Source: an optimization exercise on an open RTL-to-GDS flow (aim: small area). Production flows keep margins and buffers that such runs may drop.
In this exercise RTL edits were held to simulation tests only and were not proved equivalent to the original.
Power is estimated from default activity; no workload was simulated. The clock port is modelled as an ideal driver; clocking choices that lean on that would not hold on a real chip.

## write_back
module write_back #(
  parameter int unsigned XLEN  = 32,
  parameter int unsigned NREG  = 32,
  parameter int unsigned CNT_W = 64
) (
  input  logic             clk,
  input  logic             rst_n,
  input  logic             halt,
  input  logic             wb_valid,
  input  logic [XLEN-1:0]  instruction_in,
  input  logic [XLEN-1:0]  wb_data_in,
  input  logic [4:0]       rs1_addr,
  input  logic [4:0]       rs2_addr,
  input  logic             cnt_we,
  input  logic             cnt_sel,
  input  logic             cnt_hi,
  input  logic [31:0]      cnt_wdata,
  output logic [XLEN-1:0]  rs1_data,
  output logic [XLEN-1:0]  rs2_data,
  output logic [4:0]       fwd_rd,
  output logic [XLEN-1:0]  fwd_data,
  output logic [CNT_W-1:0] instret,
  output logic [CNT_W-1:0] cycle,
  output logic             illegal_instr
);
clock: 6.0 ns
lec_check: 0
cap_margin: 20
core_margin: 2
core_utilization: 60
place_density: 0.75
setup_slack_margin: 0.1
slew_margin: 20
synth_hierarchical: 1
synth_minimum_keep_size: 0
standard.sh (not shown) runs the stock make flow with config.mk's settings and CLKGATE_MAP_FILE= SYNTH_SCRIPT=/design/flow/synth_recipe.tcl, a recipe that flattens the netlist after the stock synthesis.
==> flow/flow/run.sh <==
#!/bin/bash
set -euo pipefail
export BUFFER_PORTS_ARGS="-buffer_cell sky130_fd_sc_hd__buf_1"
export CTS_ARGS="-sink_clustering_enable -repair_clock_nets -dont_use_dummy_load -buf_list sky130_fd_sc_hd__clkbuf_16 -sink_clustering_size 27 -sink_clustering_max_diameter 100"
bash standard.sh MATCH_CELL_FOOTPRINT=0 finish > standard_flow.log 2>&1
The first run finished with timing, DRC and antenna clean.
Edit:
==> flow/flow/run.sh (replaced) <==
#!/bin/bash
set -euo pipefail
export BUFFER_PORTS_ARGS="-buffer_cell sky130_fd_sc_hd__buf_1"
export CTS_ARGS="-sink_clustering_enable -repair_clock_nets -dont_use_dummy_load -buf_list sky130_fd_sc_hd__clkbuf_16 -sink_clustering_size 24 -sink_clustering_max_diameter 80"
bash standard.sh MATCH_CELL_FOOTPRINT=0 finish > standard_flow.log 2>&1
Outcome: The new run passed the timing, DRC and antenna checks. Global-route usage stays flat. Register-to-register slack barely changes. Core utilization is higher by 0.25 points. Design area is higher by about 0.37%.
Edit:
==> flow/flow/run.sh (replaced) <==
#!/bin/bash
set -euo pipefail
export BUFFER_PORTS_ARGS="-buffer_cell sky130_fd_sc_hd__buf_1"
export CTS_ARGS="-sink_clustering_enable -repair_clock_nets -dont_use_dummy_load -buf_list sky130_fd_sc_hd__clkbuf_16 -sink_clustering_size 24 -sink_clustering_max_diameter 80"
bash standard.sh MATCH_CELL_FOOTPRINT=0 RECOVER_POWER=100 finish > standard_flow.log 2>&1
Result: The new run ran to the end with violations: max-capacitance violations, max-slew violations; clock skew stays flat; sequential share of layout area rose by 0.52 points; design area fell by 0.81%; setup slack gets worse by 0.16 ns; sequential power is about the same; combinational power is about the same; routed wire length is about the same; power stays flat; area after synthesis does not change; clock power is about the same; cell count is unchanged.

---

run A:
write_back again, from the RTL that the note above started with.
Settings: LEC_CHECK=0, CAP_MARGIN=20, CORE_MARGIN=2, CORE_UTILIZATION=70, PLACE_DENSITY=0.85, SETUP_SLACK_MARGIN=0.1, SLEW_MARGIN=20, SYNTH_HIERARCHICAL=1, SYNTH_MINIMUM_KEEP_SIZE=0; clock period 6.0 ns.
==> flow/flow/run.sh <==
#!/bin/bash
set -euo pipefail
export BUFFER_PORTS_ARGS="-buffer_cell sky130_fd_sc_hd__buf_1"
export CTS_ARGS="-sink_clustering_enable -repair_clock_nets -dont_use_dummy_load -buf_list sky130_fd_sc_hd__clkbuf_16 -sink_clustering_size 27 -sink_clustering_max_diameter 100"
bash standard.sh MATCH_CELL_FOOTPRINT=0 finish > standard_flow.log 2>&1
Run A completed; timing, DRC and antenna clean
The following lists how run B was set up differently from run A:
Settings: an added CTS_BUF_LIST of sky130_fd_sc_hd__clkbuf_16; an added CTS_CLUSTER_DIAMETER of 80; a change of CORE_UTILIZATION from 70 to 50; a change of PLACE_DENSITY from 0.85 to 0.65; an added CTS_CLUSTER_SIZE of 24; a change of SETUP_SLACK_MARGIN from 0.1 to 0.2.
==> flow/run.sh (new file) <==
#!/bin/bash
# synth_recipe.tcl (not shown) runs the flow's synth.tcl, then flattens the netlist and writes it again
# the make line also repeats each setting of config.mk as NAME=value (left out here)
make -C /OpenROAD-flow-scripts/flow DESIGN_CONFIG=/design/flow/config.mk WORK_HOME=/design/flow/orfs CLKGATE_MAP_FILE= SYNTH_SCRIPT=/design/flow/synth_recipe.tcl finish
removed: flow/flow/run.sh
removed: flow/standard.sh
--- outcome ---
- Run B | stages: all done | timing, DRC, antenna: all pass
- Die extent in x, run B and run A: larger value in run B
- Compared run B vs run A, and non-filler instance count after layout is up in run B.
- Against run A, power dissipated in the clock network in run B rose by more than 10%.
- The lower power came out of run A.
- Run B against run A: number of well taps higher, overall die area higher.
Setup changes, run B to run C
Settings: CTS_CLUSTER_SIZE no longer set, was 24; CORE_UTILIZATION now 60, was 50; CTS_BUF_LIST no longer set, was sky130_fd_sc_hd__clkbuf_16; SETUP_SLACK_MARGIN now 0.1, was 0.2; PLACE_DENSITY now 0.75, was 0.65; CTS_CLUSTER_DIAMETER no longer set, was 80.
==> flow/flow/run.sh (new file) <==
#!/bin/bash
set -euo pipefail
export BUFFER_PORTS_ARGS="-buffer_cell sky130_fd_sc_hd__buf_1"
export CTS_ARGS="-sink_clustering_enable -repair_clock_nets -dont_use_dummy_load -buf_list sky130_fd_sc_hd__clkbuf_16 -sink_clustering_size 30 -sink_clustering_max_diameter 100"
bash standard.sh MATCH_CELL_FOOTPRINT=0 finish > standard_flow.log 2>&1
==> flow/standard.sh (new file) <==
#!/bin/bash
# synth_recipe.tcl (not shown) runs the flow's synth.tcl, then flattens the netlist and writes it again
# the make line also repeats each setting of config.mk as NAME=value (left out here)
make -C /OpenROAD-flow-scripts/flow DESIGN_CONFIG=/design/flow/config.mk WORK_HOME=/design/flow/orfs CLKGATE_MAP_FILE= SYNTH_SCRIPT=/design/flow/synth_recipe.tcl "${@:-finish}"
removed: flow/run.sh
[summary]
Diff run B -> run C: switching power summed over all nets down 6.6%; final standard cell area without fillers fell by about 6%.
Compared to run B, run C has area overhead of the layout relative to synthesis 7.2 points lower.
Summary — slew at the pin closest to its max-slew limit, run C relative to run B: higher, by 0.070 ns.
Comparing run B and run C, the lower worst setup slack was measured on run B.
On critical path's largest stage delay: between run B and run C, it ends up lower for run B.
When run C is set beside run B, its global-route usage over all layers turns out to be 4.8 points larger.
Run C: post-route worst hold slack is 0.014 ns higher than what run B reported.
In run C, upper clock frequency limit is higher than in run B.
When run C is set beside run B, its number of clock buffers in the layout turns out to be 18 smaller.
The estimated power of run C ends up lower than the estimate for run B.

-- what the ideal ports hide --
Ports are ideal in the flow. The routed layouts listed here were re-timed in OpenROAD. Step 1: set_driving_cell puts a clkbuf_16 on clk and a buf_2 on each other input, an assumption about the parent block. Step 2 adds t to the input delays and takes it off the output delays; t is the mean of the earliest and latest rising clock arrival at the registers after step 1. Input paths then give back, and output paths get back, about the clock's delay inside the block. Three values: ideal ports, drivers, drivers and shift; two values: the first two.
run	shift t [ns]	setup WS [ns]	worst setup path at the end
the first run of note 1	0.710	0.418 / 0.350 / 0.350	input to output
the second run of note 1	0.719	0.372 / 0.309 / 0.309	input to output
the third run of note 1	0.722	0.213 / 0.143 / 0.070	input to register
run A	0.707	0.268 / 0.164 / 0.164	input to output
run B	0.760	0.138 / 0.009 / 0.009	input to output
run C	0.704	0.429 / 0.367 / 0.367	input to output
The setup slack of the third run of note 1, which loses most, moves by -0.070 ns with the drivers and by -0.143 ns with both steps.
